Context: an optimization exercise on an open-source flow, tuned for small area, a short achievable clock period and few clock cycles per item. The choices shown serve that exercise and are no tape-out recipe.
Only simulation tests tie the RTL to the original design; equivalence was not proved.
Power figures rest on the tool's default switching activity, not on a simulated workload.

**flow/config.mk**
```make
export PLATFORM = sky130hd
export DESIGN_NAME = data_mem_responder
export DESIGN_NICKNAME = data_mem_responder
export VERILOG_FILES = /design/flow/design.v
export SDC_FILE = /design/flow/constraint.sdc
export NUM_CORES = 4
export LEC_CHECK = 0
export CAP_MARGIN = 20
export CORE_MARGIN = 2
export CORE_UTILIZATION = 45
export PLACE_DENSITY = 0.6
export SLEW_MARGIN = 20
```
**flow/constraint.sdc**
```tcl
create_clock -name core_clock -period 8.0 [get_ports {clk}]
set_input_delay 1.6000 -clock core_clock [delete_from_list [all_inputs] [get_ports {clk}]]
set_output_delay 1.6000 -clock core_clock [all_outputs]
set_load 0.01 [all_outputs]
```
**flow/design.v**
```verilog
module data_mem_responder #(
  parameter int ADDR_W = 8
) (
  input  logic              clk,
  input  logic              reset,
  input  logic              req_valid,
  output logic              req_ready,
  input  logic              req_we,
  input  logic [1:0]        req_whb,
  input  logic              req_signed,
  input  logic [ADDR_W-1:0] req_addr,
  input  logic [31:0]       req_wdata,
  output logic              rsp_valid,
  output logic [31:0]       rsp_rdata,
  output logic              rsp_err
);
  localparam int ROW_W = ADDR_W - 2;
  localparam int ROWS  = 2 ** ROW_W;
  assign req_ready = 1'b1;
  assign rsp_err   = 1'b0;
  logic             a_v;
  logic             a_load;
  logic [1:0]       a_whb;
  logic             a_sgn;
  logic [1:0]       a_off;
  logic [ROW_W-1:0] a_row [4];
  logic [3:0]       a_bwe;
  logic [7:0]       a_wb  [4];
  logic [ROW_W-1:0] row_inc;
  assign row_inc = req_addr[ADDR_W-1:2] + ROW_W'(1);
  always_ff @(posedge clk) begin
    a_v    <= req_valid & ~reset;
    a_load <= ~req_we;
    a_whb  <= req_whb;
    a_sgn  <= req_signed;
    a_off  <= req_addr[1:0];
  end
  for (genvar b = 0; b < 4; b++) begin : g_a
    logic [1:0] idx;
    logic       used;
    assign idx  = 2'(b) - req_addr[1:0];
    always_comb begin
      case (req_whb)
        2'b00:   used = (idx == 2'd0);
        2'b01:   used = ~idx[1];
        default: used = 1'b1;
      endcase
    end
    always_ff @(posedge clk) begin
      a_row[b] <= (2'(b) < req_addr[1:0]) ? row_inc : req_addr[ADDR_W-1:2];
      a_bwe[b] <= req_valid & ~reset & req_we & used;
      a_wb[b]  <= req_wdata[8*idx +: 8];
    end
  end
  logic       b_v;
  logic       b_load;
  logic [1:0] b_whb;
  logic       b_sgn;
  logic [1:0] b_off;
  logic [7:0] b_raw [4];
  always_ff @(posedge clk) begin
    b_v    <= a_v & ~reset;
    b_load <= a_load;
    b_whb  <= a_whb;
    b_sgn  <= a_sgn;
    b_off  <= a_off;
  end
  for (genvar b = 0; b < 4; b++) begin : g_bank
    logic [7:0] mem [0:ROWS-1];
    always_ff @(posedge clk) begin
      if (a_bwe[b]) mem[a_row[b]] <= a_wb[b];
      b_raw[b] <= mem[a_row[b]];
    end
  end
  logic [31:0] al;
  logic [31:0] ld;
  for (genvar j = 0; j < 4; j++) begin : g_c
    assign al[8*j +: 8] = b_raw[2'(j) + b_off];
  end
  always_comb begin
    case (b_whb)
      2'b00:   ld = {{24{b_sgn & al[7]}},  al[7:0]};
      2'b01:   ld = {{16{b_sgn & al[15]}}, al[15:0]};
      default: ld = al;
    endcase
  end
  always_ff @(posedge clk) begin
    rsp_valid <= b_v & ~reset;
    rsp_rdata <= b_load ? ld : 32'd0;
  end
endmodule
```
**flow/run.sh**
```bash
#!/bin/bash
# synth_recipe.tcl (not shown) runs the flow's synth.tcl, then flattens the netlist and writes it again
# the make line also repeats each setting of config.mk as NAME=value (left out here)
make -C /OpenROAD-flow-scripts/flow DESIGN_CONFIG=/design/flow/config.mk WORK_HOME=/design/flow/orfs CLKGATE_MAP_FILE= SYNTH_SCRIPT=/design/flow/synth_recipe.tcl finish
```
==> summary.txt, run 1 <==
Synth
  • Cells after Synth: slightly above 5000
  • Seq/Total Area, Yosys: 0.7602
  • FFs w/ async S/R, synth: 0
  • Ys flop type: edfxtp_1
  • Post-Syn Nets: between 5000 and 6000
  • Post-synth EDFFs: 2048
  • Post-synthesis sequential element count: between 2000 and 2500
  • Mean Syn Cell Area: between 15 and 20 um^2
  • Synth unique cells: 80
  • Mapped cell area: between 0.08 and 0.09 mm^2
  • Synthesis warning total: 4

CTS
  • TritonCTS clock tree: yes
  • # hold bufs at CTS: 0
  • H-tree lvl count: 4
  • CTS root buf: clkbuf_16
  • Post-CTS sizing: 0
  • Clock sink total: 2187
  • Postcts setup bufs: 0
  • Clk slew on worst S/H paths: around 0.06 ns
  • CTS Buffer Depth: 3
  • CTS Buf Count: 218
  • Worst skew pair latency: approximately 0.85 ns

Die
  • Die H: approximately 440 um
  • # IOs: 82
  • Initial cell density of the core: 0.4517
  • Die ar.: about 0.19 mm^2
  • Rows: about 160
  • Core Region: 0.1872 mm^2
  • Die W: roughly 440 um

Worst setup path
  • Req. time, crit path: around 8.5 ns
  • Crit path buffers/inverters: 2
  • Worst path most repeated cell: buf_4
  • Crit Path Category: register to register
  • CP endpoint kind: register
  • Max stage delay on crit path: 0.81 ns
  • Worst path cell trace: buf_4 -> and2_2 -> buf_4 -> nand3_1 -> nor2_1
  • Reg2reg setup slack: about 3.8 ns
  • Crit-path slowest cell: nor2_1
  • Kind of cell adding the most delay to the critical path: simple AND/OR/NAND/NOR gates
  • Nature of the critical path startpoint: register
  • Worst EP arrival: approximately 4.6 ns
  • Worst-path fanout max: 43

Detailed routing
  • Residual DRC: 0
  • 1st-pass router iterations: 6
  • ANT nets after route: 0
  • Total wire length: 235300 um
  • Post-DR vias/cell: approximately 6.3
  • DR vias: 48911
  • WL/cell: 30.16 um
  • Iter 0 DRT Violations: 6054

Cells and area
  • Fillers: approximately 15000
  • Post-route insts no fill: 7801
  • # nets final: 5167
  • Area Growth Syn to Fin: 11.99%
  • Layout cell share with drive strength beyond 1: 0.1293
  • Design area: between 0.09 and 0.1 mm^2

STA
  • Hold WS: 0.3168 ns
  • Period utilization: 0.5217
  • Final Hold Vio Count: 0
  • Crit path time final: about 4.2 ns
  • Setup TNS: 0 ns
  • Max frequency: 239.6 MHz
  • Max Slew Vio Count: 0
  • Worst-margin pin slew: about 1.1 ns
  • Setup violations, final: 0
  • Slew margin rel.: 0.2702
  • Clock skew: 0.03759 ns
  • RSZ-0062 raised after global routing: no

Power
  • PwrDens: ~270 mW/mm^2
  • Total Power: about 0.025 W
  • Leak: a little under 30 nW
  • Worst vdd ir: 0.1963 mV

Flow run
  • Max-cap viol count: 0

Status
  • Outcome: complete, no violations

GRT
  • First-pass GRT wire length: ~340000 um
  • Initial antenna violation count: 7
  • Overall Global Routing Usage: 0.2430
  • Largest net degree at the start of global routing: 65
  • Global route total overflow: 0
  • Vias in the first global route: roughly 48000

Placement
  • Placed Instance Area: 0.08761 mm^2
  • Routability-driven placement congestion ratio: approximately 0.88
  • DP Cell Count: 7388
  • # port buffers: approximately 80
  • Final HPWL DP: 141900 um

Worst hold path
  • Hold crit path type: register to register
[layer usage]
metal	share of wire	vias up	global-route usage	wire, um
li1	-	20902	-	-
met1	0.40	25254	0.3337	94130
met2	0.48	2350	0.3903	113700
met3	0.076	405	0.03713	17780
met4	0.041	0	0.09672	9667
met5	0	-	0	0
[worst paths after layout]
kind	cells after the start	endpoint	from
worst max-delay path	5	g_bank[1].mem[23][7]	a_row[1][1]
worst min-delay path	0	b_off[0]	a_off[0]
worst max register to register	5	g_bank[1].mem[23][7]	a_row[1][1]
worst min register to register	0	b_off[0]	a_off[0]
[sequential cells by signal, summed over array words and instances (netlist names), 2 cells and up]
register    cells
a_bwe           4
a_off           2
a_row          24
a_wb           32
a_whb           2
b_off           2
b_raw          32
b_whb           2
g_bank.mem   2048
rsp_rdata      32
[cell usage after synthesis, types with 7 or more instances]
| master | count | share of area |
|---|---|---|
| or4_1 | 13 | 0.0012 |
| nand3_1 | 42 | 0.0025 |
| a221oi_1 | 335 | 0.035 |
| or2_2 | 8 | 0.00059 |
| a21oi_1 | 133 | 0.0079 |
| mux2i_1 | 142 | 0.017 |
| o21ai_0 | 145 | 0.0086 |
| buf_4 | 24 | 0.0021 |
| xnor2_1 | 11 | 0.0011 |
| mux4_2 | 102 | 0.027 |
| a32oi_1 | 10 | 0.0010 |
| nor2b_1 | 35 | 0.0026 |
| nor3_1 | 41 | 0.0024 |
| nand4_1 | 18 | 0.0013 |
| or3_1 | 16 | 0.0012 |
| nor4_1 | 8 | 0.00059 |
| dfxtp_1 | 139 | 0.033 |
| buf_1 | 44 | 0.0020 |
| and3_1 | 9 | 0.00067 |
| inv_1 | 11 | 0.00049 |
| clkbuf_1 | 172 | 0.0076 |
| a22o_1 | 59 | 0.0061 |
| a211oi_1 | 30 | 0.0027 |
| o22ai_1 | 110 | 0.0081 |
| o22a_1 | 8 | 0.00083 |
| o221ai_1 | 41 | 0.0042 |
| o211ai_1 | 18 | 0.0016 |
| buf_6 | 14 | 0.0019 |
| and2_1 | 17 | 0.0013 |
| nand3b_1 | 7 | 0.00062 |
| edfxtp_1 | 2048 | 0.73 |
| buf_2 | 146 | 0.0086 |
| a22oi_1 | 356 | 0.032 |
| o2111ai_1 | 11 | 0.0011 |
| nand2_1 | 124 | 0.0055 |
| o32ai_1 | 9 | 0.00093 |
| a31oi_1 | 15 | 0.0011 |
| a21boi_0 | 26 | 0.0023 |
| mux2_2 | 60 | 0.0080 |
| o21ai_1 | 15 | 0.00089 |
| nor2_1 | 435 | 0.019 |
| nand2b_1 | 12 | 0.00089 |
[worst register-to-register path, stage by stage, from the launching register on]
cell and delay [ns]:
dfxtp_4 0.76, buf_4 0.61, and2_2 0.53, buf_4 0.44, nand3_1 0.65, nor2_1 0.81
[cell type report]
type | instances | area, um^2 | share of cell area
well taps | 2495 | 3122 | 0.03296
inverters | 15 | 56.30 | 0.0005945
clock inverters | 125 | 1151 | 0.01216
diodes | 8 | 20.02 | 0.0002114
clock buffers | 279 | 5888 | 0.06218
repair buffers | 185 | 1594 | 0.01683
multi-input cells | 2507 | 18510 | 0.1955
flip-flops and latches | 2187 | 64360 | 0.6796
[cells in the final DEF (no fill, tap or decap), types with 12 or more instances in the layout]
| cell | netlist | routed |
|---|---|---|
| o22ai_1 | 110 | 110 |
| edfxtp_1 | 2048 | 2048 |
| nor2b_1 | 35 | 19 |
| mux2_2 | 60 | 60 |
| o211ai_1 | 18 | 18 |
| o21ai_0 | 145 | 145 |
| nor2b_4 | 0 | 14 |
| a221oi_1 | 335 | 335 |
| nand4_1 | 18 | 18 |
| buf_4 | 24 | 104 |
| a22o_1 | 59 | 59 |
| o21ai_1 | 15 | 15 |
| a211oi_1 | 30 | 30 |
| a21boi_0 | 26 | 26 |
| nand2b_1 | 12 | 12 |
| bufinv_16 | 0 | 19 |
| nand3_1 | 42 | 42 |
| dfxtp_1 | 139 | 95 |
| clkbuf_1 | 172 | 44 |
| or3_1 | 16 | 16 |
| nor3_1 | 41 | 41 |
| nor2_1 | 435 | 429 |
| nand2_1 | 124 | 124 |
| a21oi_1 | 133 | 133 |
| o221ai_1 | 41 | 41 |
| dfxtp_2 | 0 | 36 |
| mux2i_1 | 142 | 142 |
| a22oi_1 | 356 | 356 |
| a31oi_1 | 15 | 15 |
| clkdlybuf4s50_1 | 0 | 77 |
| clkbuf_8 | 0 | 14 |
| mux4_2 | 102 | 102 |
| or4_1 | 13 | 13 |
| clkinv_1 | 0 | 42 |
| clkbuf_16 | 0 | 221 |
| clkinv_2 | 0 | 39 |
[logic make-up (layout without fill, tap and decap cells)]
group                      after synthesis  after routing  synth area share
DFF                                   2187           2187            0.7602
AOI/OAI and AO/OA                     1368           1368            0.1191
and+or+nand+nor                        811            811           0.04313
buffers and inverters                  416            604           0.02295
muxes                                  305            305           0.05210
xor gates and xnor gates                15             15          0.001554
adders and majority gates                6              6         0.0008878
other                                    2             10        0.00008881
[through the flow]
step	worst slack, ns	utilization
floorplan	4.075	-
global placement	3.724	0.4680
detailed placement	3.672	0.4680
CTS	3.936	0.5056
global route	3.701	0.5058
finish	3.827	0.5059
[report_power, final]
part / switching (W) / leakage [nW] / internal, W
clock: 0.00429 / 3.44 / 0.00579
combinational: 0.00155 / 6.30 / 0.000654
sequential: 0.000195 / 19.6 / 0.0129
Testbench counts, summed over its fixed seeds: cycles 12,024, requests 12,000.
==> inputs of run 2 (changes only) <==
--- a/flow/design.v
+++ b/flow/design.v
@@ -15,16 +15,17 @@
   output logic              rsp_err
 );
-  localparam int ROW_W = ADDR_W - 2;
+  localparam int ROW_W = ADDR_W - 2;    
   localparam int ROWS  = 2 ** ROW_W;
   assign req_ready = 1'b1;
   assign rsp_err   = 1'b0;
-  logic             a_v;
-  logic             a_load;
-  logic [1:0]       a_whb;
-  logic             a_sgn;
-  logic [1:0]       a_off;
-  logic [ROW_W-1:0] a_row [4];
-  logic [3:0]       a_bwe;
-  logic [7:0]       a_wb  [4];
+  logic       a_v;
+  logic       a_load;
+  logic [1:0] a_whb;
+  logic       a_sgn;
+  logic [1:0] a_off;
+  logic [7:0] a_hi [4];      
+  logic [7:0] a_lo [4];      
+  logic [7:0] a_low [4];     
+  logic [7:0] a_wb [4];
   logic [ROW_W-1:0] row_inc;
   assign row_inc = req_addr[ADDR_W-1:2] + ROW_W'(1);
@@ -37,17 +38,21 @@
   end
   for (genvar b = 0; b < 4; b++) begin : g_a
-    logic [1:0] idx;
-    logic       used;
-    assign idx  = 2'(b) - req_addr[1:0];
+    logic [1:0]       idx;
+    logic             wr;
+    logic [ROW_W-1:0] row;
+    assign idx = 2'(b) - req_addr[1:0];
+    assign row = (2'(b) < req_addr[1:0]) ? row_inc : req_addr[ADDR_W-1:2];
     always_comb begin
       case (req_whb)
-        2'b00:   used = (idx == 2'd0);
-        2'b01:   used = ~idx[1];
-        default: used = 1'b1;
+        2'b00:   wr = (idx == 2'd0);
+        2'b01:   wr = ~idx[1];
+        default: wr = 1'b1;
       endcase
+      wr = wr & req_valid & ~reset & req_we;
     end
     always_ff @(posedge clk) begin
-      a_row[b] <= (2'(b) < req_addr[1:0]) ? row_inc : req_addr[ADDR_W-1:2];
-      a_bwe[b] <= req_valid & ~reset & req_we & used;
+      a_hi[b]  <= 8'd1 << row[5:3];
+      a_lo[b]  <= 8'd1 << row[2:0];
+      a_low[b] <= {8{wr}} & (8'd1 << row[2:0]);
       a_wb[b]  <= req_wdata[8*idx +: 8];
     end
@@ -67,9 +72,23 @@
   end
   for (genvar b = 0; b < 4; b++) begin : g_bank
-    logic [7:0] mem [0:ROWS-1];
-    always_ff @(posedge clk) begin
-      if (a_bwe[b]) mem[a_row[b]] <= a_wb[b];
-      b_raw[b] <= mem[a_row[b]];
+    logic [8*ROWS-1:0] mem;
+    logic [7:0]        rd;
+    for (genvar r = 0; r < ROWS; r++) begin : g_row
+      always_ff @(posedge clk) begin
+        if (a_hi[b][r / 8] & a_low[b][r % 8]) mem[8*r +: 8] <= a_wb[b];
+      end
     end
+    for (genvar k = 0; k < 8; k++) begin : g_bit
+      logic [7:0] grp;
+      for (genvar g = 0; g < 8; g++) begin : g_grp
+        logic [7:0] col;
+        for (genvar i = 0; i < 8; i++) begin : g_i
+          assign col[i] = mem[8*(8*g + i) + k];
+        end
+        dmr_sel8 u_lo (.d(col), .s(a_lo[b]), .y(grp[g]));
+      end
+      dmr_sel8 u_hi (.d(grp), .s(a_hi[b]), .y(rd[k]));
+    end
+    always_ff @(posedge clk) b_raw[b] <= rd;
   end
   logic [31:0] al;
@@ -90,2 +109,9 @@
   end
 endmodule
+module dmr_sel8 (
+  input  logic [7:0] d,
+  input  logic [7:0] s,
+  output logic       y
+);
+  assign y = |(d & s);
+endmodule
--- a/flow/config.mk
+++ b/flow/config.mk
@@ -10,3 +10,6 @@
 export CORE_UTILIZATION = 45
 export PLACE_DENSITY = 0.6
+export SETUP_SLACK_MARGIN = 4.5
 export SLEW_MARGIN = 20
+export SYNTH_HIERARCHICAL = 1
+export SYNTH_MINIMUM_KEEP_SIZE = 0
==> run 2 against run 1 <==
Net effect:
- via count is 9.3% lower
- global-route usage down 1.8 points
- final cell count fell by 7.6%
- power fell by 1.2%
- synthesized cell count is 15% lower
- non-clock buffer count down 39
- clock skew is essentially flat
- sequential cell count rose by 68
- maximum frequency rose by 23%
- combinational power down 28%
- critical path type is now register to primary output
- critical endpoint is now rsp_rdata[16]
- largest cell class unchanged
==> summary.txt, run 2 <==
Worst setup path
  • Crit-path slowest cell: clkdlybuf4s50_1
  • Nature of the critical path startpoint: register
  • Max stage delay on crit path: about 0.56 ns
  • Kind of cell adding the most delay to the critical path: buffers and inverters
  • Worst EP arrival: roughly 1.8 ns
  • Crit path buffers/inverters: 1
  • Req. time, crit path: between 6 and 7 ns
  • Crit Path Category: register to primary output
  • Worst path cell trace: clkdlybuf4s50_1
  • Worst-path fanout max: 1
  • CP endpoint kind: primary output

STA
  • Final Hold Vio Count: 0
  • Slew margin rel.: 0.3542
  • Max Slew Vio Count: 0
  • RSZ-0062 raised after global routing: no
  • Setup TNS: 0 ns
  • Period utilization: 0.4237
  • Worst-margin pin slew: around 0.97 ns
  • Crit path time final: 3.390 ns
  • Clock skew: around 0.038 ns
  • Max frequency: 295.0 MHz
  • Setup violations, final: 0

CTS
  • Worst skew pair latency: 0.87 ns
  • Post-CTS sizing: 1
  • Postcts setup bufs: 0
  • Clock sink total: 2255
  • H-tree lvl count: 4
  • CTS root buf: clkbuf_16
  • # hold bufs at CTS: 0
  • CTS Buf Count: between 200 and 250
  • CTS Buffer Depth: 3
  • Clk slew on worst S/H paths: 0.06 ns
  • TritonCTS clock tree: yes

Synth
  • Post-Syn Nets: 4384
  • Ys flop type: edfxtp_1
  • Mux share of post-synthesis cell area: 0.01928
  • Cells after Synth: about 4300
  • Post-synthesis sequential element count: ~2300
  • Main combinational cell family by area after synthesis: compound AO/OA/AOI/OAI gates
  • Count leader, synth: edfxtp_1
  • Complex-gate fraction of the synthesized area: 0.1108
  • Top cell type's share of synthesized area: 0.7583
  • Post-synthesis adder-cell area fraction: 0.001851
  • Largest cells by area after synthesis: edfxtp_1 (76%), a22oi_1 (11%), dfxtp_1 (5.1%)
  • Mapped cell area: approximately 0.081 mm^2
  • Commonest cells post-synth: edfxtp_1 (2048), a22oi_1 (1152), nand4_1 (292)
  • Largest area contributor in the netlist: edfxtp_1
  • FFs w/ async S/R, synth: 0
  • Seq/Total Area, Yosys: 0.8094
  • Post-synthesis simple-gate area fraction: 0.05347
  • Post-synth EDFFs: ~2000
  • Mean Syn Cell Area: around 19 um^2
  • Synthesis warning total: 17
  • Synth Area in XOR/XNOR: 0.001188
  • Synth unique cells: just under 50

GRT
  • Largest net degree at the start of global routing: between 60 and 70
  • First-pass GRT wire length: between 300000 and 400000 um
  • Vias in the first global route: about 43000
  • Overall Global Routing Usage: 0.2246
  • Global route total overflow: 0
  • Initial antenna violation count: 19

Placement
  • Routability-driven placement congestion ratio: ~0.8
  • Final HPWL DP: ~120000 um
  • # port buffers: 79
  • DP Cell Count: around 6800

Cells and area
  • Layout Utilization: 0.5160
  • Commonest non-fill, non-tap cells in the layout: edfxtp_1 (2048), a22oi_1 (1152), nand4_1 (292)
  • Layout cell share with drive strength beyond 1: 0.1090
  • Post-route insts no fill: about 7000
  • Area Growth Syn to Fin: 13.75%
  • # nets final: 4714
  • Largest register FFs: roughly 2000
  • Most common cell after layout, fill and taps aside: edfxtp_1

Detailed routing
  • Post-DR vias/cell: 6.154
  • 1st-pass router iterations: 6
  • WL/cell: slightly below 30 um
  • Iter 0 DRT Violations: 5642
  • Residual DRC: 0
  • Total wire length: about 210000 um
  • ANT nets after route: 0
  • DR vias: 44378

Status
  • Outcome: complete, no violations

Die
  • Die H: 428.5 um
  • Rows: around 160
  • Die ar.: about 0.18 mm^2
  • Die W: 428.5 um
  • # IOs: 82
  • Initial cell density of the core: 0.4536
  • Core Region: roughly 0.18 mm^2

Worst hold path
  • Hold crit path type: register to register

Flow run
  • Max-cap viol count: 0

Power
  • PwrDens: 271.3 mW/mm^2
  • Leak: 28.39 nW
  • Worst vdd ir: about 0.22 mV
[run 2: cell count changes after synthesis, sizes merged, moves of 159 or more]
| cell | delta |
|---|---|
| nand4 | +274 |
| buf | -193 |
| nor2 | -397 |
| o21ai | -159 |
| and2 | +253 |
| a22oi | +796 |
| clkbuf | -169 |
| a221oi | -338 |
[run 2: final timing paths]
check,start,to,slack [ns],depth (start not counted)
setup / recovery,rsp_rdata[16],rsp_rdata[16],4.61,1
setup reg to reg,a_lo[2][6],b_raw[2][4],5.42,5
hold / removal,a_load,b_load,0.33,0
hold reg to reg,a_load,b_load,0.33,0
[run 2: routing by layer]
metal  share of wire  vias up  GRT usage
met5         0.00016        -          0
met2            0.49     1788     0.3603
met4           0.023        4    0.06001
met1            0.42    23039     0.3203
met3           0.072      296    0.03683
li1                -    19251          -
[run 2: stage by stage]
stage          hold slack (ns)  worst slack (ns)  instance area, um^2  power, W
3_3_place_gp            0.3142             3.686                85150   0.01519
5_1_grt                 0.3293             4.504                92250   0.02569
6_report                0.3274             4.610                92260   0.02503
3_5_place_dp            0.3135             3.630                85150   0.01522
4_1_cts                 0.3272             4.513                92230   0.02514
2_1_floorplan           0.3096             4.713                81100   0.01435
[run 2: power breakdown]
part           internal (W)  leakage, nW  switching (W)  total [W]
Combinational      0.000440         4.80        0.00114    0.00158
Sequential           0.0132         20.1       0.000195     0.0134
Clock               0.00566         3.46        0.00440     0.0101
Total                0.0193         28.4        0.00573     0.0250
[run 2: worst register-to-register path, stage by stage (launching register included)]
cell and delay, ns:
dfxtp_2 0.55, buf_4 0.43, a22oi_1 0.30, nand4_1 0.19, a22oi_1 0.39, nand4_1 0.43
[run 2: cell families after synthesis]
| logic type | count (synthesis) |
|---|---|
| AO/OA/AOI/OAI | 1204 |
| XOR/XNOR | 11 |
| adder cells (fa/ha/maj) | 12 |
| buffers and inverters | 48 |
| flip-flops | 2255 |
| multiplexers | 75 |
| other | 2 |
| AND/OR/NAND/NOR | 718 |
[run 2: cell type report]
cell class	count	area [um^2]
multi-input cells	2022	15150
inverters	9	33.78
well taps	2355	2947
repair buffers	146	1287
flip-flops and latches	2255	65750
diodes	4	10.01
clock inverters	115	1030
clock buffers	305	6055
fillers	14323	86550
[run 2: Yosys stat by module (local to each module, per instance)]
module              cells  area (um^2)
data_mem_responder   2885        70650
dmr_sel8                5        36.28
Testbench counts of run 2, summed over its fixed seeds: cycles 12,024, requests 12,000.
==> inputs of run 3 (changes only) <==
--- a/flow/config.mk
+++ b/flow/config.mk
@@ -8,7 +8,9 @@
 export CAP_MARGIN = 20
 export CORE_MARGIN = 2
-export CORE_UTILIZATION = 45
-export PLACE_DENSITY = 0.6
-export SETUP_SLACK_MARGIN = 4.5
+export CORE_UTILIZATION = 50
+export CTS_CLUSTER_DIAMETER = 100
+export CTS_CLUSTER_SIZE = 24
+export PLACE_DENSITY = 0.65
+export SETUP_SLACK_MARGIN = 4.8
 export SLEW_MARGIN = 20
 export SYNTH_HIERARCHICAL = 1
==> run 3 against run 2 <==
Net effect:
- cell area shrank 4.8%
- maximum frequency grew 12%
- wire length shrank 4.8%
- count of clock-buffer cells in the layout shrank 116
- final cell count shrank 5.8%
- critical path type is now primary input to register
- global-route usage grew 1.6 points
- worst setup slack gained 0.36 ns
- via count shrank 1.4%
- sequential share of layout area grew 3.5 points
- sequential cell count is the same
- register-to-register slack lost 0.07 ns
- die area shrank 9.9%
- largest power group unchanged
==> summary.txt, run 3 <==
CTS
  • CTS root buf: clkbuf_16
  • Worst skew pair latency: between 0.7 and 0.8 ns
  • H-tree lvl count: 3
  • TritonCTS clock tree: yes
  • Clock sink total: ~2300
  • CTS Buffer Depth: 3
  • Clk slew on worst S/H paths: 0.09 ns
  • CTS Buf Count: 103

Worst setup path
  • CP endpoint kind: register
  • Crit path from: req_addr[1]
  • Worst EP arrival: around 3.7 ns
  • R2R depth: 5
  • Req. time, crit path: between 8 and 9 ns
  • Crit Path Category: primary input to register
  • Reg-to-reg critical path endpoint: b_raw[2][6]
  • Nature of the critical path startpoint: primary input
  • Reg2reg setup slack: roughly 5.4 ns
  • Reg2reg start: a_lo[2][0]
  • Worst-path fanout max: 31

Detailed routing
  • WL/cell: slightly below 30 um
  • ANT nets after route: 0
  • 1st-pass router iterations: 6
  • Residual DRC: 0
  • Total wire length: between 200000 and 250000 um
  • Iter 0 DRT Violations: 5847
  • DR vias: ~44000
  • Post-DR vias/cell: 6.446

STA
  • Max Slew Vio Count: 0
  • Crit path time final: 3.032 ns
  • Slew margin rel.: 0.3371
  • Clock skew: ~0.031 ns
  • Period utilization: 0.3790
  • Final Hold Vio Count: 0
  • Max frequency: approximately 330 MHz
  • RSZ-0062 raised after global routing: no
  • Setup TNS: 0 ns
  • Setup violations, final: 0
  • Worst-margin pin slew: 0.9944 ns

Power
  • PwrDens: 237.9 mW/mm^2
  • Leak: between 20 and 30 nW
  • Worst vdd ir: 0.1542 mV

Synth
  • Synth unique cells: 49
  • Synthesis warning total: 17
  • Post-Syn Nets: between 4000 and 5000
  • Mean Syn Cell Area: roughly 19 um^2
  • Commonest cells post-synth: edfxtp_1 (2048), a22oi_1 (1152), nand4_1 (292)
  • Post-synthesis sequential element count: between 2000 and 2500
  • Count leader, synth: edfxtp_1
  • Largest cells by area after synthesis: edfxtp_1 (76%), a22oi_1 (11%), dfxtp_1 (5.1%)
  • Post-synth EDFFs: a little over 2000
  • Largest area contributor in the netlist: edfxtp_1
  • Seq/Total Area, Yosys: 0.8094
  • FFs w/ async S/R, synth: 0
  • Top cell type's share of synthesized area: 0.7583
  • Ys flop type: edfxtp_1
  • Cells after Synth: 4325
  • Mapped cell area: between 0.08 and 0.09 mm^2

Cells and area
  • Fillers: between 10000 and 15000
  • Area Growth Syn to Fin: 8.349%
  • Most common cell after layout, fill and taps aside: edfxtp_1
  • Design area: 0.08787 mm^2
  • # nets final: 4594
  • Largest register FFs: between 2000 and 2500
  • Layout cell share with drive strength beyond 1: 0.07030
  • Commonest non-fill, non-tap cells in the layout: edfxtp_1 (2048), a22oi_1 (1152), nand4_1 (292)

Worst hold path
  • Min-delay src: a_off[0]
  • Hold endpoint: b_off[0]
  • Hold crit path type: register to register
  • Worst hold path depth: 0

Placement
  • # port buffers: 79
  • Placed Instance Area: 0.08489 mm^2
  • Routability-driven placement congestion ratio: ~0.81
  • Final HPWL DP: 116600 um

GRT
  • Largest net degree at the start of global routing: 65
  • First-pass GRT wire length: just under 300000 um
  • Overall Global Routing Usage: 0.2408
  • Global route total overflow: 0
  • Initial antenna violation count: 21
  • Vias in the first global route: between 40000 and 50000

Die
  • Core Region: 0.1608 mm^2
  • Initial cell density of the core: 0.5045
  • # IOs: a little over 80
  • Rows: 147
  • Die W: slightly above 400 um
  • Die ar.: roughly 0.17 mm^2
  • Die H: between 400 and 500 um

Status
  • Outcome: complete, no violations

Flow run
  • Max-cap viol count: 0
==> run 3: cell counts after synthesis <==
Identical to the previous run, type by type.
==> run 3: cell families after synthesis <==
kind of cell    share of synthesized area
buf+inv                          0.003980
mux                               0.01928
xor+xnor                         0.001188
flops                              0.8094
compound gates                     0.1108
other cells                    0.00009260
fa+ha+maj                        0.001851
simple gates                      0.05347
==> run 3: area by class of cell <==
| class | instances | area, um^2 | area share |
|---|---|---|---|
| inverters | 9 | 33.78 | 0.0003844 |
| well taps | 2160 | 2703 | 0.03076 |
| flip-flops and latches | 2255 | 65740 | 0.7481 |
| clock inverters | 4 | 37.54 | 0.0004272 |
| repair buffers | 144 | 1224 | 0.01393 |
| clock buffers | 189 | 2964 | 0.03373 |
| diodes | 8 | 20.02 | 0.0002278 |
| multi-input cells | 2022 | 15160 | 0.1725 |
==> run 3: per-module statistics from Yosys (local to each module, per instance) <==
module	cell area, um^2	times used	cells	flip-flops and latches
dmr_sel8	36.28	288	5	0
data_mem_responder	70650	1	2885	2255
==> run 3: per-stage QoR <==
stage                     utilization  power (W)  hold WS, ns  instances  worst slack, ns
after floorplan                     -    0.01435       0.3096       4325            4.805
after global placement         0.5281    0.01514       0.3101       6590            3.881
after detailed placement       0.5281    0.01517       0.3164       6590            3.824
after CTS                      0.5465    0.02095       0.3305       6783            4.815
after global routing           0.5465    0.02145       0.3343       6783            4.814
final                          0.5466    0.02090       0.3211       6791            4.968
==> run 3: timing repair <==
action	CTS	global route
gates resized for setup	36	7
hold buffers	0	0
setup endpoints to repair	59	29
cloned	0	0
buffers inserted	0	0
==> run 3: worst max path at each step <==
stage / to / slack, ns / cells past startpoint
after detailed placement: a_low[1][3] / 3.82 / 6
after global routing: a_low[2][3] / 4.81 / 8
after CTS: a_low[0][2] / 4.81 / 5
final: a_low[2][2] / 4.97 / 8
after global placement: a_low[1][1] / 3.88 / 5
after floorplan: a_low[0][0] / 4.81 / 8
==> run 3: routing by layer <==
metal,vias to the layer above,routed length [um],track usage
li1,18865,-,-
met1,22699,85820,0.3654
met2,1943,92450,0.3672
met3,254,17120,0.04011
met4,16,4780,0.05660
met5,-,103,0
==> run 3: critical path, stage by stage <==
cell      delay, ns
buf_2          0.08
buf_4          0.40
inv_1          0.26
ha_1           0.35
buf_4          0.23
mux2_2         0.33
o221ai_2       0.29
nor2_1         0.07
==> run 3: where the power goes <==
part	total, W	leakage [nW]	switching, W	internal (W)
sequential	0.0133	20.1	0.000170	0.0132
combinational	0.00156	4.94	0.00113	0.000425
clock	0.00600	1.43	0.00348	0.00253
==> inputs of run 4 (changes only) <==
--- a/flow/design.v
+++ b/flow/design.v
@@ -28,6 +28,9 @@
   logic [7:0] a_low [4];     
   logic [7:0] a_wb [4];
-  logic [ROW_W-1:0] row_inc;
-  assign row_inc = req_addr[ADDR_W-1:2] + ROW_W'(1);
+  logic [7:0] hi0, lo0, hi1, lo1;
+  assign hi0 = 8'd1 << req_addr[7:5];
+  assign lo0 = 8'd1 << req_addr[4:2];
+  assign lo1 = {lo0[6:0], lo0[7]};
+  assign hi1 = lo0[7] ? {hi0[6:0], hi0[7]} : hi0;
   always_ff @(posedge clk) begin
     a_v    <= req_valid & ~reset;
@@ -38,9 +41,11 @@
   end
   for (genvar b = 0; b < 4; b++) begin : g_a
-    logic [1:0]       idx;
-    logic             wr;
-    logic [ROW_W-1:0] row;
+    logic [1:0] idx;     
+    logic       nxt;     
+    logic       wr;
+    logic [7:0] lo;
     assign idx = 2'(b) - req_addr[1:0];
-    assign row = (2'(b) < req_addr[1:0]) ? row_inc : req_addr[ADDR_W-1:2];
+    assign nxt = 2'(b) < req_addr[1:0];
+    assign lo  = nxt ? lo1 : lo0;
     always_comb begin
       case (req_whb)
@@ -52,7 +57,7 @@
     end
     always_ff @(posedge clk) begin
-      a_hi[b]  <= 8'd1 << row[5:3];
-      a_lo[b]  <= 8'd1 << row[2:0];
-      a_low[b] <= {8{wr}} & (8'd1 << row[2:0]);
+      a_hi[b]  <= nxt ? hi1 : hi0;
+      a_lo[b]  <= lo;
+      a_low[b] <= {8{wr}} & lo;
       a_wb[b]  <= req_wdata[8*idx +: 8];
     end
@@ -114,4 +119,15 @@
   output logic       y
 );
-  assign y = |(d & s);
+  logic n0, n1, n2;
+  dmr_aoi222 u0 (.a(d[2:0]), .b(s[2:0]), .y(n0));
+  dmr_aoi222 u1 (.a(d[5:3]), .b(s[5:3]), .y(n1));
+  assign n2 = ~((d[6] & s[6]) | (d[7] & s[7]));
+  assign y  = ~(n0 & n1 & n2);
 endmodule
+module dmr_aoi222 (
+  input  logic [2:0] a,
+  input  logic [2:0] b,
+  output logic       y
+);
+  assign y = ~|(a & b);
+endmodule
--- a/flow/config.mk
+++ b/flow/config.mk
@@ -8,9 +8,9 @@
 export CAP_MARGIN = 20
 export CORE_MARGIN = 2
-export CORE_UTILIZATION = 50
+export CORE_UTILIZATION = 65
 export CTS_CLUSTER_DIAMETER = 100
 export CTS_CLUSTER_SIZE = 24
-export PLACE_DENSITY = 0.65
-export SETUP_SLACK_MARGIN = 4.8
+export PLACE_DENSITY = 0.75
+export SETUP_SLACK_MARGIN = 5
 export SLEW_MARGIN = 20
 export SYNTH_HIERARCHICAL = 1
==> run 4 against run 3 <==
Net effect:
- still clean on timing, DRC and antenna
- synthesized cell count is 6.7% lower
- synthesized area is 1.5% lower
- non-clock buffer count is 8 higher
- sequential cell count stayed put
- largest power group unchanged
- highest routed layer unchanged
==> summary.txt, run 4 <==
Synth
  • Mean Syn Cell Area: ~20 um^2
  • Count leader, synth: edfxtp_1
  • Complex-gate fraction of the synthesized area: 0.1050
  • FFs w/ async S/R, synth: 0
  • Synth Area in XOR/XNOR: 0
  • Post-synth EDFFs: approximately 2000
  • Post-synthesis sequential element count: roughly 2300
  • Cells after Synth: 4036
  • Synthesis warning total: 17
  • Seq/Total Area, Yosys: 0.8217
  • Synth unique cells: ~50
  • Commonest cells post-synth: edfxtp_1 (2048), a222oi_1 (576), nand3_1 (290)
  • Post-Syn Nets: 4089
  • Post-synthesis simple-gate area fraction: 0.04885
  • Main combinational cell family by area after synthesis: compound AO/OA/AOI/OAI gates
  • Largest cells by area after synthesis: edfxtp_1 (77%), a222oi_1 (7.2%), dfxtp_1 (5.2%)
  • Mapped cell area: 0.07988 mm^2
  • Post-synthesis adder-cell area fraction: 0.0009398
  • Largest area contributor in the netlist: edfxtp_1
  • Mux share of post-synthesis cell area: 0.01920
  • Ys flop type: edfxtp_1
  • Top cell type's share of synthesized area: 0.7699

Worst setup path
  • Req. time, crit path: approximately 6.4 ns
  • Worst EP arrival: 1.35 ns
  • Worst path cell trace: dlygate4sd2_1
  • CP Capture Point: rsp_rdata[17]
  • Crit-path slowest cell: dfxtp_1
  • Reg-to-reg critical path endpoint: b_raw[2][3]
  • Crit Path Category: register to primary output
  • Levels on crit path: 1
  • Nature of the critical path startpoint: register
  • R2R depth: 5
  • Max stage delay on crit path: approximately 0.35 ns
  • CP endpoint kind: primary output
  • Reg2reg setup slack: between 5 and 6 ns
  • Crit path buffers/inverters: 1
  • Crit path from: rsp_rdata[17]
  • Worst-path fanout max: 1
  • Reg2reg start: a_lo[2][3]
  • Kind of cell adding the most delay to the critical path: flip-flops

Power
  • Leak: approximately 27 nW
  • Switching Fraction: 0.2189
  • PwrDens: 239.8 mW/mm^2
  • Internal Dissipation: 0.01615 W
  • Clock Power Share: 0.291
  • Combinational power share: 0.065
  • Worst vdd ir: a little under 0.2 mV
  • NetSw: between 0.004 and 0.005 W
  • Share of power burned in registers: 0.644

Detailed routing
  • 1st-pass router iterations: 14
  • DR vias: approximately 43000
  • Post-DR vias/cell: approximately 7.3
  • ANT nets after route: 0
  • Iter 0 DRT Violations: slightly below 10000
  • Total wire length: 187400 um
  • WL/cell: about 31 um
  • Residual DRC: 0

GRT
  • Global route total overflow: 0
  • Initial antenna violation count: 18
  • Met2 Use GR: 0.4572
  • Met3 Track Usage GR: 0.05306
  • GR Util met1: 0.4506
  • Overall Global Routing Usage: 0.2966
  • GRT busiest layer: met2
  • First-pass GRT wire length: 275300 um
  • Largest net degree at the start of global routing: 65
  • Vias in the first global route: ~41000

STA
  • Worst-margin pin slew: about 0.97 ns
  • Period utilization: 0.3682
  • Slew margin rel.: 0.3542
  • Max Slew Vio Count: 0
  • Crit path time final: 2.946 ns
  • Setup TNS: 0 ns
  • Final Hold Vio Count: 0
  • Clock skew: 0.02923 ns
  • RSZ-0062 raised after global routing: no
  • Max frequency: 339.5 MHz
  • Setup violations, final: 0
  • Hold WS: ~0.33 ns

Status
  • Outcome: complete, no violations

Worst hold path
  • Hold crit path type: register to register

Cells and area
  • Commonest non-fill, non-tap cells in the layout: edfxtp_1 (2048), a222oi_1 (576), nand3_1 (290)
  • Largest register FFs: around 2000
  • Layout cell share with drive strength beyond 1: 0.07938
  • Fillers: around 7300
  • Area of the multi-input gates: around 0.014 mm^2
  • # nets final: approximately 4300
  • Post-route insts no fill: between 5000 and 6000
  • Layout Utilization: 0.7073
  • Most common cell after layout, fill and taps aside: edfxtp_1
  • FF/Latch Area: ~0.066 mm^2
  • Area Growth Syn to Fin: 7.905%
  • Design area: roughly 0.086 mm^2

Die
  • Initial cell density of the core: 0.6554
  • Core Region: approximately 0.12 mm^2
  • Rows: ~130
  • Die W: roughly 350 um
  • Die H: 354.6 um
  • # IOs: 82
  • Die ar.: 0.1257 mm^2

CTS
  • Clk slew on worst S/H paths: about 0.09 ns
  • H-tree lvl count: 3
  • CTS root buf: clkbuf_16
  • Worst skew pair latency: about 0.73 ns
  • CTS Buf Count: around 100
  • Clock sink total: ~2300
  • CTS Buffer Depth: 3
  • TritonCTS clock tree: yes

Placement
  • Placed Instance Area: 0.08302 mm^2
  • DP Cell Count: slightly below 6000
  • Final HPWL DP: between 100000 and 150000 um
  • Routability-driven placement congestion ratio: 0.8485
  • # port buffers: slightly below 80

Flow run
  • Max-cap viol count: 0
## run 4: cell types whose count changed in the layout (fill, tap and decap cells not counted), sizes merged, moves of 26 or more
cell,change
a222oi,+576
a22oi,-864
nand2,+64
nand3,+283
nand4,-290
nor2,-36
o21ai,+26
## run 4: worst min path at each step
stage                        start        to  slack [ns]  cells past startpoint
after global routing      a_off[0]  b_off[0]        0.34                      0
final                     a_off[0]  b_off[0]        0.33                      0
after floorplan             a_load    b_load        0.31                      0
after CTS                 a_off[0]  b_off[0]        0.33                      0
after global placement    a_off[1]  b_off[1]        0.31                      0
after detailed placement  a_off[0]  b_off[0]        0.31                      0
## run 4: kinds of logic (layout without fill, tap and decap cells)
family,Yosys count,after routing
other,2,8
adders and majority gates,6,6
buffers and inverters,52,362
AOI/OAI and AO/OA,941,941
and+or+nand+nor,709,709
DFF,2255,2255
muxes,71,71
## run 4: final cells by class
class	count	share of cell area
clock buffer	192	0.03526
clock inverter	5	0.0007403
sequential	2255	0.7625
multi-input combinational	1729	0.1617
timing repair buffer	152	0.01540
tap	1625	0.02359
antenna	6	0.0001742
inverter	13	0.0006822
## run 4: power groups by stage
stage | Combinational [W] | Clock, W | Sequential (W)
after floorplan | 0.000463 | 0 | 0.0138
after global placement | 0.00130 | 0 | 0.0136
after detailed placement | 0.00134 | 0 | 0.0136
after CTS | 0.00133 | 0.00607 | 0.0133
after global routing | 0.00142 | 0.00646 | 0.0133
final | 0.00135 | 0.00602 | 0.0133
## run 4: stage by stage
| step | worst slack (ns) | total power, W |
|---|---|---|
| floorplan | 5.000 | 0.01421 |
| global placement | 3.960 | 0.01487 |
| detailed placement | 3.911 | 0.01491 |
| CTS | 5.017 | 0.02070 |
| global route | 5.001 | 0.02120 |
| finish | 5.054 | 0.02067 |
## run 4: modules after synthesis, one instance, submodules excluded
| module | cells inside | copies in the design |
|---|---|---|
| data_mem_responder | 2884 | 1 |
| dmr_aoi222 | 1 | 576 |
| dmr_sel8 | 2 | 288 |
## run 4: what timing repair did
action                     4_1_cts  5_1_grt
hold buffers                     0        0
hold endpoints to repair         0        0
setup buffers                    3        4
resized for setup               36        7
pin swaps                        0        1
setup endpoints to repair       64       26
## run 4: metal layers
layer	wire [um]	part of all wire
met5	59	0.00031
met4	4756	0.025
met3	22910	0.12
met2	88150	0.47
met1	71490	0.38
Testbench counts of run 4, summed over its fixed seeds: cycles 12,024, requests 12,000.
==> inputs of run 5 (changes only) <==
--- a/flow/design.v
+++ b/flow/design.v
@@ -80,7 +80,13 @@
     logic [7:0]        rd;
     for (genvar r = 0; r < ROWS; r++) begin : g_row
-      always_ff @(posedge clk) begin
-        if (a_hi[b][r / 8] & a_low[b][r % 8]) mem[8*r +: 8] <= a_wb[b];
+      logic       we, hold;
+      logic [7:0] nxt;
+      assign we   = a_hi[b][r / 8] & a_low[b][r % 8];
+      assign hold = ~a_hi[b][r / 8] | ~a_low[b][r % 8];
+      for (genvar k = 0; k < 8; k++) begin : g_k
+        dmr_hold u_h (.we(we), .hold(hold), .d(a_wb[b][k]), .q(mem[8*r + k]),
+                      .y(nxt[k]));
       end
+      always_ff @(posedge clk) mem[8*r +: 8] <= nxt;
     end
     for (genvar k = 0; k < 8; k++) begin : g_bit
@@ -132,2 +138,11 @@
   assign y = ~|(a & b);
 endmodule
+module dmr_hold (
+  input  logic we,
+  input  logic hold,
+  input  logic d,
+  input  logic q,
+  output logic y
+);
+  assign y = (we & d) | (hold & q);
+endmodule
==> run 5 against run 4 <==
Net effect:
- still clean on timing, DRC and antenna
- utilization down 0.77 points
- sequential cell count unchanged
- critical path depth unchanged
- sequential share of layout area down 22 points
- critical path type unchanged
- largest cell class unchanged
- sequential power down 9%
==> summary.txt, run 5 <==
Status
  • Outcome: complete, no violations

Synth
  • Largest cells by area after synthesis: dfxtp_1 (58%), a22o_1 (23%), a222oi_1 (7.4%)
  • Ys flop type: dfxtp_1
  • Post-synth EDFFs: 0
  • Seq/Total Area, Yosys: 0.5796
  • Main combinational cell family by area after synthesis: compound AO/OA/AOI/OAI gates
  • Mux share of post-synthesis cell area: 0.01969
  • Synthesis warning total: 17
  • Post-synthesis sequential element count: 2255
  • Synth unique cells: 49
  • Top cell type's share of synthesized area: 0.5796
  • Post-synthesis adder-cell area fraction: 0.0009638
  • Synth Area in XOR/XNOR: 0
  • Post-Syn Nets: 6457
  • FFs w/ async S/R, synth: 0
  • Cells after Synth: ~6400
  • Complex-gate fraction of the synthesized area: 0.3380
  • Mean Syn Cell Area: 12.16 um^2
  • Count leader, synth: dfxtp_1
  • Commonest cells post-synth: dfxtp_1 (2255), a22o_1 (2048), a222oi_1 (576)
  • Mapped cell area: approximately 0.078 mm^2
  • Post-synthesis simple-gate area fraction: 0.04188
  • Largest area contributor in the netlist: dfxtp_1

Detailed routing
  • Residual DRC: 0
  • 1st-pass router iterations: 15
  • ANT nets after route: 0
  • Iter 0 DRT Violations: between 10000 and 15000
  • DR vias: 61701
  • WL/cell: 28.75 um
  • Total wire length: 235100 um
  • Post-DR vias/cell: around 7.5

Worst setup path
  • Worst path cell trace: dlygate4sd2_1
  • Crit-path slowest cell: dfxtp_1
  • Worst EP arrival: 1.36 ns
  • Max stage delay on crit path: between 0.3 and 0.4 ns
  • Levels on crit path: 1
  • CP endpoint kind: primary output
  • Kind of cell adding the most delay to the critical path: flip-flops
  • R2R depth: 5
  • Crit path buffers/inverters: 1
  • Crit Path Category: register to primary output
  • Req. time, crit path: about 6.4 ns
  • Worst-path fanout max: 1
  • Nature of the critical path startpoint: register

Cells and area
  • Layout Utilization: 0.6995
  • FF/Latch Area: ~0.045 mm^2
  • # nets final: 6604
  • Post-route insts no fill: between 8000 and 9000
  • Layout cell share with drive strength beyond 1: 0.05078
  • Area Growth Syn to Fin: 7.169%
  • Fillers: 8776
  • Largest register FFs: 2048
  • Area of the multi-input gates: between 0.03 and 0.04 mm^2
  • Commonest non-fill, non-tap cells in the layout: dfxtp_1 (2189), a22o_1 (2048), a222oi_1 (576)
  • Most common cell after layout, fill and taps aside: dfxtp_1

Die
  • Die H: about 350 um
  • Die ar.: 0.1226 mm^2
  • Initial cell density of the core: 0.6527
  • Core Region: 0.1193 mm^2
  • # IOs: slightly above 80
  • Die W: 350.2 um
  • Rows: 127

GRT
  • Largest net degree at the start of global routing: 65
  • Met3 Track Usage GR: 0.06574
  • Overall Global Routing Usage: 0.3682
  • Vias in the first global route: ~58000
  • GR Util met1: 0.5459
  • GRT busiest layer: met1
  • Global route total overflow: 0
  • Initial antenna violation count: 12
  • First-pass GRT wire length: ~360000 um
  • Met2 Use GR: 0.5379

Worst hold path
  • Worst hold path depth: 0
  • Hold crit path type: register to register

CTS
  • TritonCTS clock tree: yes
  • CTS Buf Count: 103
  • Clock sink total: between 2000 and 2500
  • # hold bufs at CTS: 0
  • CTS root buf: clkbuf_16
  • CTS Buffer Depth: 3
  • Clk slew on worst S/H paths: around 0.09 ns
  • H-tree lvl count: 3
  • Worst skew pair latency: ~0.75 ns

STA
  • Setup violations, final: 0
  • Clock skew: 0.02634 ns
  • Hold WS: 0.3301 ns
  • Setup TNS: 0 ns
  • Worst-margin pin slew: approximately 1.1 ns
  • Crit path time final: just under 3 ns
  • Final Hold Vio Count: 0
  • Slew margin rel.: 0.2486
  • Worst Setup Slack, final: between 5 and 6 ns
  • Max frequency: approximately 340 MHz
  • Period utilization: 0.3703
  • RSZ-0062 raised after global routing: no
  • Max Slew Vio Count: 0

Power
  • PwrDens: about 230 mW/mm^2
  • Worst vdd ir: 0.1868 mV
  • Leak: ~34 nW

Placement
  • DP Cell Count: between 8000 and 9000
  • # port buffers: around 80
  • Pre-CTS WS: between 3 and 4 ns
  • Final HPWL DP: 138900 um
  • Routability-driven placement congestion ratio: 0.8686

Flow run
  • Max-cap viol count: 0
[run 5: layout make-up]
class / instances / share of cell area
antenna: 8 / 0.0002398
clock buffer: 109 / 0.03217
clock inverter: 3 / 0.0003148
inverter: 269 / 0.01219
multi-input combinational: 3777 / 0.3741
sequential: 2255 / 0.5418
tap: 1612 / 0.02416
timing repair buffer: 145 / 0.01502
[run 5: timing repair]
item	in CTS	in global routing
endpoints found under the setup margin	51	8
hold endpoints to repair	0	0
gates cloned	0	0
setup buffers	2	0
resized for setup	35	1
[run 5: cells by family after synthesis]
| family | after synthesis |
|---|---|
| flip-flops | 2255 |
| AO/OA/AOI/OAI | 2989 |
| adder cells (fa/ha/maj) | 6 |
| other | 2 |
| AND/OR/NAND/NOR | 709 |
| multiplexers | 71 |
| buffers and inverters | 372 |
[run 5: path summary, 6_finish.rpt]
path / startpoint / end / slack [ns]
worst min register to register: a_off[0] / b_off[0] / 0.33
worst max-delay path: rsp_rdata[20] / rsp_rdata[20] / 5.04
worst max register to register: a_lo[2][3] / b_raw[2][6] / 5.10
worst min-delay path: a_off[0] / b_off[0] / 0.33
[run 5: modules after synthesis, one instance, submodules excluded]
module              cells  flip-flops and latches
dmr_hold                1                       0
dmr_aoi222              1                       0
dmr_sel8                2                       0
data_mem_responder   3204                    2255
[run 5: metal layers]
layer,up-vias,share of wire
li1,26950,-
met1,30402,0.42
met2,3870,0.43
met3,467,0.12
met4,12,0.035
met5,-,0.00030
[run 5: stage by stage]
step / total power [W] / instance area [um^2]
final: 0.01941 / 83480
after global routing: 0.01995 / 83460
after CTS: 0.01938 / 83450
after detailed placement: 0.01376 / 80740
after global placement: 0.01372 / 80740
after floorplan: 0.01311 / 77960
[run 5: power by group]
part | internal (W) | total (W) | switching (W)
Clock | 0.00239 | 0.00583 | 0.00344
Sequential | 0.0117 | 0.0121 | 0.000373
Combinational | 0.000510 | 0.00147 | 0.000963
Total | 0.0146 | 0.0194 | 0.00478
Testbench counts of run 5, summed over its fixed seeds: cycles 12,024, requests 12,000.
==> inputs of run 6 (changes only) <==
==> flow/flow/run.sh (new file) <==
#!/bin/bash
# Layout flow: the standard ORFS flow (standard.sh, unchanged synthesis),
# with three settings changed through the environment:
#   - port buffers are buf_2 cells (the default pick is a delay cell),
#   - CTS clusters up to 27 sinks within 110 um and adds no dummy loads,
#   - setup repair aims for 5.3 ns of slack at the 8 ns clock.
# The whole output goes to standard_flow.log here; ORFS's per-step logs are
# under orfs/logs.
set -euo pipefail
export BUFFER_PORTS_ARGS="-buffer_cell sky130_fd_sc_hd__buf_2"
export CTS_ARGS="-sink_clustering_enable -repair_clock_nets -dont_use_dummy_load -sink_clustering_size 27 -sink_clustering_max_diameter 110"
export SETUP_SLACK_MARGIN=5.3
bash standard.sh > standard_flow.log 2>&1
==> flow/standard.sh (new file) <==
#!/bin/bash
# synth_recipe.tcl (not shown) runs the flow's synth.tcl, then flattens the netlist and writes it again
# the make line also repeats each setting of config.mk as NAME=value (left out here)
make -C /OpenROAD-flow-scripts/flow DESIGN_CONFIG=/design/flow/config.mk WORK_HOME=/design/flow/orfs CLKGATE_MAP_FILE= SYNTH_SCRIPT=/design/flow/synth_recipe.tcl "${@:-finish}"
--- a/flow/config.mk
+++ b/flow/config.mk
@@ -8,9 +8,6 @@
 export CAP_MARGIN = 20
 export CORE_MARGIN = 2
-export CORE_UTILIZATION = 65
-export CTS_CLUSTER_DIAMETER = 100
-export CTS_CLUSTER_SIZE = 24
-export PLACE_DENSITY = 0.75
-export SETUP_SLACK_MARGIN = 5
+export CORE_UTILIZATION = 55
+export PLACE_DENSITY = 0.68
 export SLEW_MARGIN = 20
 export SYNTH_HIERARCHICAL = 1
removed: flow/run.sh
==> run 6 against run 5 <==
Net effect:
- synthesized cell count unchanged
- die area up 18%
- global-route usage down 5.5 points
- power down 1.7%
- worst setup slack better by 0.12 ns
- sequential share of layout area up 0.12 points
- utilization down 11 points
- cell area down 0.16%
- sequential power about the same
- sequential cell count unchanged
- largest power group unchanged
- highest routed layer unchanged
==> summary.txt, run 6 <==
Status
  • Outcome: complete, no violations

CTS
  • CTS root buf: clkbuf_16
  • TritonCTS clock tree: yes
  • CTS Buffer Depth: 3
  • # hold bufs at CTS: 0
  • Clk slew on worst S/H paths: around 0.11 ns
  • H-tree lvl count: 3
  • CTS Buf Count: just over 90
  • Clock sink total: 2255
  • Worst skew pair latency: around 0.73 ns

Worst setup path
  • Worst EP arrival: roughly 1.2 ns
  • Crit path from: rsp_rdata[6]
  • Nature of the critical path startpoint: register
  • Worst path cell trace: buf_6
  • Reg2reg start: a_lo[0][0]
  • Kind of cell adding the most delay to the critical path: flip-flops
  • Worst-path fanout max: 1
  • Req. time, crit path: around 6.4 ns
  • Crit Path Category: register to primary output
  • CP endpoint kind: primary output
  • Levels on crit path: 1
  • Crit path buffers/inverters: 1
  • Max stage delay on crit path: between 0.3 and 0.4 ns
  • Crit-path slowest cell: dfxtp_4
  • R2R depth: 5

Synth
  • Count leader, synth: dfxtp_1
  • Top cell type's share of synthesized area: 0.5796
  • Cells after Synth: approximately 6400
  • Largest area contributor in the netlist: dfxtp_1
  • Synth unique cells: 49
  • Post-synthesis sequential element count: ~2300
  • Largest cells by area after synthesis: dfxtp_1 (58%), a22o_1 (23%), a222oi_1 (7.4%)
  • Synthesis warning total: 17
  • Commonest cells post-synth: dfxtp_1 (2255), a22o_1 (2048), a222oi_1 (576)
  • Mapped cell area: ~0.078 mm^2
  • FFs w/ async S/R, synth: 0
  • Mean Syn Cell Area: 12.16 um^2
  • Seq/Total Area, Yosys: 0.5796
  • Ys flop type: dfxtp_1
  • Post-synth EDFFs: 0
  • Post-Syn Nets: about 6500

Die
  • Initial cell density of the core: 0.5522
  • Die ar.: between 0.1 and 0.15 mm^2
  • # IOs: a little over 80
  • Die H: 380.3 um
  • Rows: 138
  • Die W: roughly 380 um
  • Core Region: about 0.14 mm^2

Placement
  • Pre-CTS WS: around 4.0 ns
  • Routability-driven placement congestion ratio: approximately 0.86
  • # port buffers: 79
  • Final HPWL DP: around 140000 um

STA
  • Max Slew Vio Count: 0
  • Period utilization: 0.3550
  • Crit path time final: between 2 and 3 ns
  • Setup violations, final: 0
  • Clock skew: 0.05759 ns
  • Worst-margin pin slew: about 1.1 ns
  • Max frequency: ~350 MHz
  • Setup TNS: 0 ns
  • RSZ-0062 raised after global routing: yes
  • Final Hold Vio Count: 0
  • Slew margin rel.: 0.2657
  • Worst Setup Slack, final: 5.160 ns

Power
  • Worst vdd ir: between 0.2 and 0.25 mV
  • NetSw: 0.004739 W
  • Switching Fraction: 0.2485
  • Leak: between 30 and 40 nW
  • Total Power: around 0.019 W
  • Clock Power Share: 0.287
  • Combinational power share: 0.078
  • Internal Dissipation: 0.01433 W
  • PwrDens: 228.9 mW/mm^2
  • Share of power burned in registers: 0.635

Detailed routing
  • Post-DR vias/cell: between 7 and 8
  • WL/cell: approximately 28 um
  • DR vias: between 60000 and 70000
  • Residual DRC: 0
  • 1st-pass router iterations: 11
  • ANT nets after route: 0
  • Iter 0 DRT Violations: a little over 9000
  • Total wire length: between 200000 and 250000 um

Cells and area
  • FF/Latch Area: 0.04526 mm^2
  • Largest register FFs: around 2000
  • Commonest non-fill, non-tap cells in the layout: dfxtp_1 (2169), a22o_1 (2048), a222oi_1 (576)
  • # nets final: between 6000 and 7000
  • Area of the multi-input gates: 0.03125 mm^2
  • Layout Utilization: 0.5908
  • Fillers: about 11000
  • Most common cell after layout, fill and taps aside: dfxtp_1
  • Area Growth Syn to Fin: 6.992%
  • Layout cell share with drive strength beyond 1: 0.06431

GRT
  • Largest net degree at the start of global routing: 65
  • Global route total overflow: 0
  • Vias in the first global route: between 50000 and 60000
  • Initial antenna violation count: 8
  • Overall Global Routing Usage: 0.3131
  • First-pass GRT wire length: between 300000 and 400000 um

Worst hold path
  • Min-delay src: a_off[0]
  • Hold crit path type: register to register
  • Worst hold path depth: 0

Flow run
  • Max-cap viol count: 0
run 6: routing by layer:
metal  global-route usage  vias up  share of wire
met5                    0        -        0.00032
met4              0.09105       10          0.027
met3              0.05178      323           0.10
met2               0.4579     3312           0.43
met1               0.4733    30292           0.44
li1                     -    26947              -
run 6: worst paths after layout:
kind / end / slack, ns
max reg2reg: b_raw[0][1] / 5.34
max: rsp_rdata[6] / 5.16
min: b_off[0] / 0.33
min reg2reg: b_off[0] / 0.33
run 6: power groups by stage:
stage / combinational, W / sequential, W / clock [W]
3_5_place_dp: 0.00144 / 0.0123 / 0
5_1_grt: 0.00156 / 0.0122 / 0.00592
4_1_cts: 0.00144 / 0.0121 / 0.00555
6_report: 0.00149 / 0.0121 / 0.00548
3_3_place_gp: 0.00140 / 0.0123 / 0
2_1_floorplan: 0.000618 / 0.0125 / 0
run 6: metrics by stage:
stage / hold WS, ns / cell area (um^2) / instances
after floorplan: 0.3096 / 77990 / 6404
after global placement: 0.3116 / 80760 / 8337
after detailed placement: 0.3132 / 80760 / 8337
after CTS: 0.3349 / 83200 / 8435
after global routing: 0.3373 / 83330 / 8436
final: 0.3344 / 83340 / 8440
run 6: area by class of cell:
| type | count | area share |
|---|---|---|
| antenna | 4 | 0.0001201 |
| clock buffer | 93 | 0.02792 |
| inverter | 269 | 0.01224 |
| multi-input combinational | 3777 | 0.3750 |
| sequential | 2255 | 0.5430 |
| tap | 1890 | 0.02838 |
| timing repair buffer | 152 | 0.01336 |
run 6: worst reg2reg max path: cells and delay by family, from the launching register on:
kind	cells	cell delay, ns
AOI/OAI and AO/OA	2	1.24
and+or+nand+nor	2	0.50
DFF	1	0.37
buffers and inverters	1	0.37
run 6: kinds of logic after synthesis:
group | synth area share
AOI/OAI and AO/OA | 0.3380
DFF | 0.5796
and+or+nand+nor | 0.04188
buffers and inverters | 0.01984
muxes | 0.01969
adders and majority gates | 0.0009638
other | 0.00009641
run 6: modules after synthesis, one instance, submodules excluded:
module	cells inside	area [um^2]	copies in the design	flip-flops and latches
data_mem_responder	3204	50590	1	2255
dmr_sel8	2	12.51	288	0
dmr_aoi222	1	10.01	576	0
dmr_hold	1	8.758	2048	0
run 6: timing repair:
| action | 4_1_cts | 5_1_grt |
|---|---|---|
| hold endpoints to repair | 0 | 0 |
| pin swaps | 2 | 4 |
| setup endpoints to repair | 73 | 64 |
| gates resized for setup | 22 | 28 |
| buffers inserted | 5 | 1 |
==> inputs of run 7 (changes only) <==
--- a/flow/design.v
+++ b/flow/design.v
@@ -26,5 +26,5 @@
   logic [7:0] a_hi [4];      
   logic [7:0] a_lo [4];      
-  logic [7:0] a_low [4];     
+  logic [3:0] a_wr;          
   logic [7:0] a_wb [4];
   logic [7:0] hi0, lo0, hi1, lo1;
@@ -59,5 +59,5 @@
       a_hi[b]  <= nxt ? hi1 : hi0;
       a_lo[b]  <= lo;
-      a_low[b] <= {8{wr}} & lo;
+      a_wr[b]  <= wr;
       a_wb[b]  <= req_wdata[8*idx +: 8];
     end
@@ -78,10 +78,12 @@
   for (genvar b = 0; b < 4; b++) begin : g_bank
     logic [8*ROWS-1:0] mem;
+    logic [7:0]        low;      
+    assign low = a_lo[b] & {8{a_wr[b]}};
     logic [7:0]        rd;
     for (genvar r = 0; r < ROWS; r++) begin : g_row
       logic       we, hold;
       logic [7:0] nxt;
-      assign we   = a_hi[b][r / 8] & a_low[b][r % 8];
-      assign hold = ~a_hi[b][r / 8] | ~a_low[b][r % 8];
+      assign we   = a_hi[b][r / 8] & low[r % 8];
+      assign hold = ~a_hi[b][r / 8] | ~low[r % 8];
       for (genvar k = 0; k < 8; k++) begin : g_k
         dmr_hold u_h (.we(we), .hold(hold), .d(a_wb[b][k]), .q(mem[8*r + k]),
==> run 7 against run 6 <==
Net effect:
- hold slack gained 0.0034 ns
- sequential share of layout area fell by 0.099 points
- sequential cell count decreased by 28
- combinational power fell by about 10%
- critical path depth stayed put
- worst setup slack gained 0.039 ns
==> summary.txt, run 7 <==
GRT
  • Initial antenna violation count: 10
  • Overall Global Routing Usage: 0.3127
  • Largest net degree at the start of global routing: 66
  • First-pass GRT wire length: between 300000 and 400000 um
  • Vias in the first global route: approximately 57000
  • Global route total overflow: 0

Synth
  • Synth Area in XOR/XNOR: 0
  • Post-synthesis adder-cell area fraction: 0.0008100
  • Post-synthesis simple-gate area fraction: 0.04089
  • Main combinational cell family by area after synthesis: compound AO/OA/AOI/OAI gates
  • FFs w/ async S/R, synth: 0
  • Seq/Total Area, Yosys: 0.5773
  • Post-synth EDFFs: 0
  • Ys flop type: dfxtp_1
  • Largest area contributor in the netlist: dfxtp_1
  • Largest cells by area after synthesis: dfxtp_1 (58%), a22o_1 (23%), a222oi_1 (7.5%)
  • Complex-gate fraction of the synthesized area: 0.3402
  • Mux share of post-synthesis cell area: 0.02019
  • Commonest cells post-synth: dfxtp_1 (2227), a22o_1 (2048), a222oi_1 (576)
  • Mean Syn Cell Area: 12.15 um^2
  • Post-Syn Nets: 6407
  • Count leader, synth: dfxtp_1
  • Synthesis warning total: 15
  • Top cell type's share of synthesized area: 0.5773
  • Cells after Synth: roughly 6400
  • Post-synthesis sequential element count: ~2200
  • Mapped cell area: 0.07723 mm^2
  • Synth unique cells: 39

Power
  • Worst vdd ir: around 0.16 mV
  • Total Power: between 0.015 and 0.02 W
  • PwrDens: ~230 mW/mm^2
  • Leak: roughly 33 nW

Worst setup path
  • R2R depth: 5
  • Crit Path Category: register to primary output
  • Req. time, crit path: about 6.4 ns
  • Kind of cell adding the most delay to the critical path: flip-flops
  • CP endpoint kind: primary output
  • Reg2reg start: a_lo[1][4]
  • Reg2reg setup slack: approximately 5.2 ns
  • Worst path cell trace: buf_2
  • Levels on crit path: 1
  • Nature of the critical path startpoint: register
  • Crit path buffers/inverters: 1
  • Max stage delay on crit path: roughly 0.33 ns
  • Reg-to-reg critical path endpoint: b_raw[1][3]
  • Worst EP arrival: approximately 1.2 ns
  • Crit path from: rsp_rdata[20]
  • Crit-path slowest cell: dfxtp_1
  • Worst-path fanout max: 1
  • CP Capture Point: rsp_rdata[20]

Detailed routing
  • Iter 0 DRT Violations: between 9000 and 10000
  • DR vias: approximately 60000
  • Total wire length: roughly 230000 um
  • WL/cell: ~28 um
  • Post-DR vias/cell: 7.228
  • 1st-pass router iterations: 13
  • Residual DRC: 0
  • ANT nets after route: 0

Die
  • Rows: roughly 140
  • Initial cell density of the core: 0.5542
  • Die ar.: roughly 0.14 mm^2
  • Die H: 378.7 um
  • Die W: between 300 and 400 um
  • Core Region: roughly 0.14 mm^2
  • # IOs: 82

STA
  • Final Hold Vio Count: 0
  • Crit path time final: ~2.8 ns
  • Max Slew Vio Count: 0
  • Period utilization: 0.3501
  • RSZ-0062 raised after global routing: yes
  • Setup violations, final: 0
  • Clock skew: 0.04929 ns
  • Max frequency: ~360 MHz
  • Worst-margin pin slew: 1.127 ns
  • Setup TNS: 0 ns
  • Slew margin rel.: 0.2484
  • Hold WS: ~0.34 ns

CTS
  • H-tree lvl count: 3
  • CTS root buf: clkbuf_16
  • Worst skew pair latency: roughly 0.75 ns
  • Clk slew on worst S/H paths: roughly 0.1 ns
  • # hold bufs at CTS: 0
  • TritonCTS clock tree: yes
  • Clock sink total: about 2200
  • CTS Buffer Depth: 3
  • CTS Buf Count: 92

Cells and area
  • Design area: approximately 0.082 mm^2
  • Layout cell share with drive strength beyond 1: 0.06492
  • Most common cell after layout, fill and taps aside: dfxtp_1
  • # nets final: around 6500
  • Commonest non-fill, non-tap cells in the layout: dfxtp_1 (2148), a22o_1 (2048), a222oi_1 (576)
  • Largest register FFs: 2048
  • Area Growth Syn to Fin: 6.798%
  • Area of the multi-input gates: between 0.03 and 0.04 mm^2
  • Fillers: 11424
  • FF/Latch Area: about 0.045 mm^2

Placement
  • Routability-driven placement congestion ratio: 0.8755
  • Placed Instance Area: about 0.08 mm^2
  • # port buffers: between 70 and 80
  • Final HPWL DP: 137700 um

Worst hold path
  • Worst hold path depth: 0
  • Hold crit path type: register to register

Status
  • Outcome: complete, no violations

Flow run
  • Max-cap viol count: 0
==> run 7: cell type report <==
type / count / share of cell area
Inverter: 276 / 0.01259
Multi-Input combinational cell: 3750 / 0.3772
Sequential cell: 2227 / 0.5420
Timing Repair Buffer: 140 / 0.01170
Tap cell: 1876 / 0.02846
Clock buffer: 92 / 0.02791
Antenna cell: 4 / 0.0001214
==> run 7: what timing repair did <==
item	in CTS	in global routing
setup endpoints to repair	492	706
pin swaps	3	9
resized for setup	25	40
buffers inserted	3	1
==> run 7: per-module statistics from Yosys (local to each module, per instance) <==
module              area, um^2  flops+latches  cells inside
dmr_sel8                 12.51              0             2
data_mem_responder       49930           2227          3155
dmr_aoi222               10.01              0             1
dmr_hold                 8.758              0             1
==> run 7: how the worst min path moves through the flow <==
stage / start / end
6_report: a_load / b_load
5_1_grt: a_load / b_load
4_1_cts: a_load / b_load
3_5_place_dp: a_load / b_load
3_3_place_gp: a_whb[1] / b_whb[1]
2_1_floorplan: a_load / b_load
==> run 7: layer usage <==
metal  GRT usage  routed length [um]
met2      0.4508               99640
met4      0.1043                7231
met3     0.05374               24280
met5           0                  41
met1      0.4710              102900
==> run 7: where the power goes <==
group	internal, W	switching (W)	leakage [nW]	total [W]
combinational	0.000505	0.000834	14.0	0.00134
sequential	0.0116	0.000524	18.1	0.0121
clock	0.00207	0.00335	1.13	0.00542
total	0.0142	0.00470	33.2	0.0189
==> run 7: cells by family after synthesis <==
group           Yosys count
mux                      74
fa+ha+maj                 5
compound gates         2984
other cells               2
simple gates            685
buf+inv                 378
flops                  2227
==> run 7: per-stage QoR <==
step                      worst slack, ns  utilization  cells
after global placement              4.173       0.5739   8265
after global routing                5.161       0.5918   8362
after detailed placement            4.115       0.5739   8265
after floorplan                     4.995            -   6355
final                               5.199       0.5919   8365
after CTS                           5.159       0.5909   8360
Testbench counts of run 7, summed over its fixed seeds: cycles 12,024, requests 12,000.

## what the ideal ports hide
The results above use ideal ports. As a check the final layouts listed here were re-extracted and re-timed, cells and wires unchanged. Step 1, drivers: a clkbuf_16 drives clk and a buf_2 each remaining input, both assumed. Step 2 also shifts input and output timing later by t, the mid clock arrival at the registers, as if the neighbouring blocks saw the same clock. Three values: no drivers, after step 1, after step 2; two values: the first two.
run	t (ns)	setup slack, ns
run 1	0.918	3.827 / 3.827 / 3.827
run 2	0.934	4.610 / 4.519 / 3.714
run 3	0.827	4.968 / 4.936 / 4.109
run 4	0.796	5.054 / 4.978 / 4.206
run 5	0.808	5.037 / 4.960 / 4.254
run 6	0.794	5.160 / 5.076 / 4.624
run 7	0.813	5.199 / 5.113 / 4.632
After both steps every run listed still meets setup and hold.
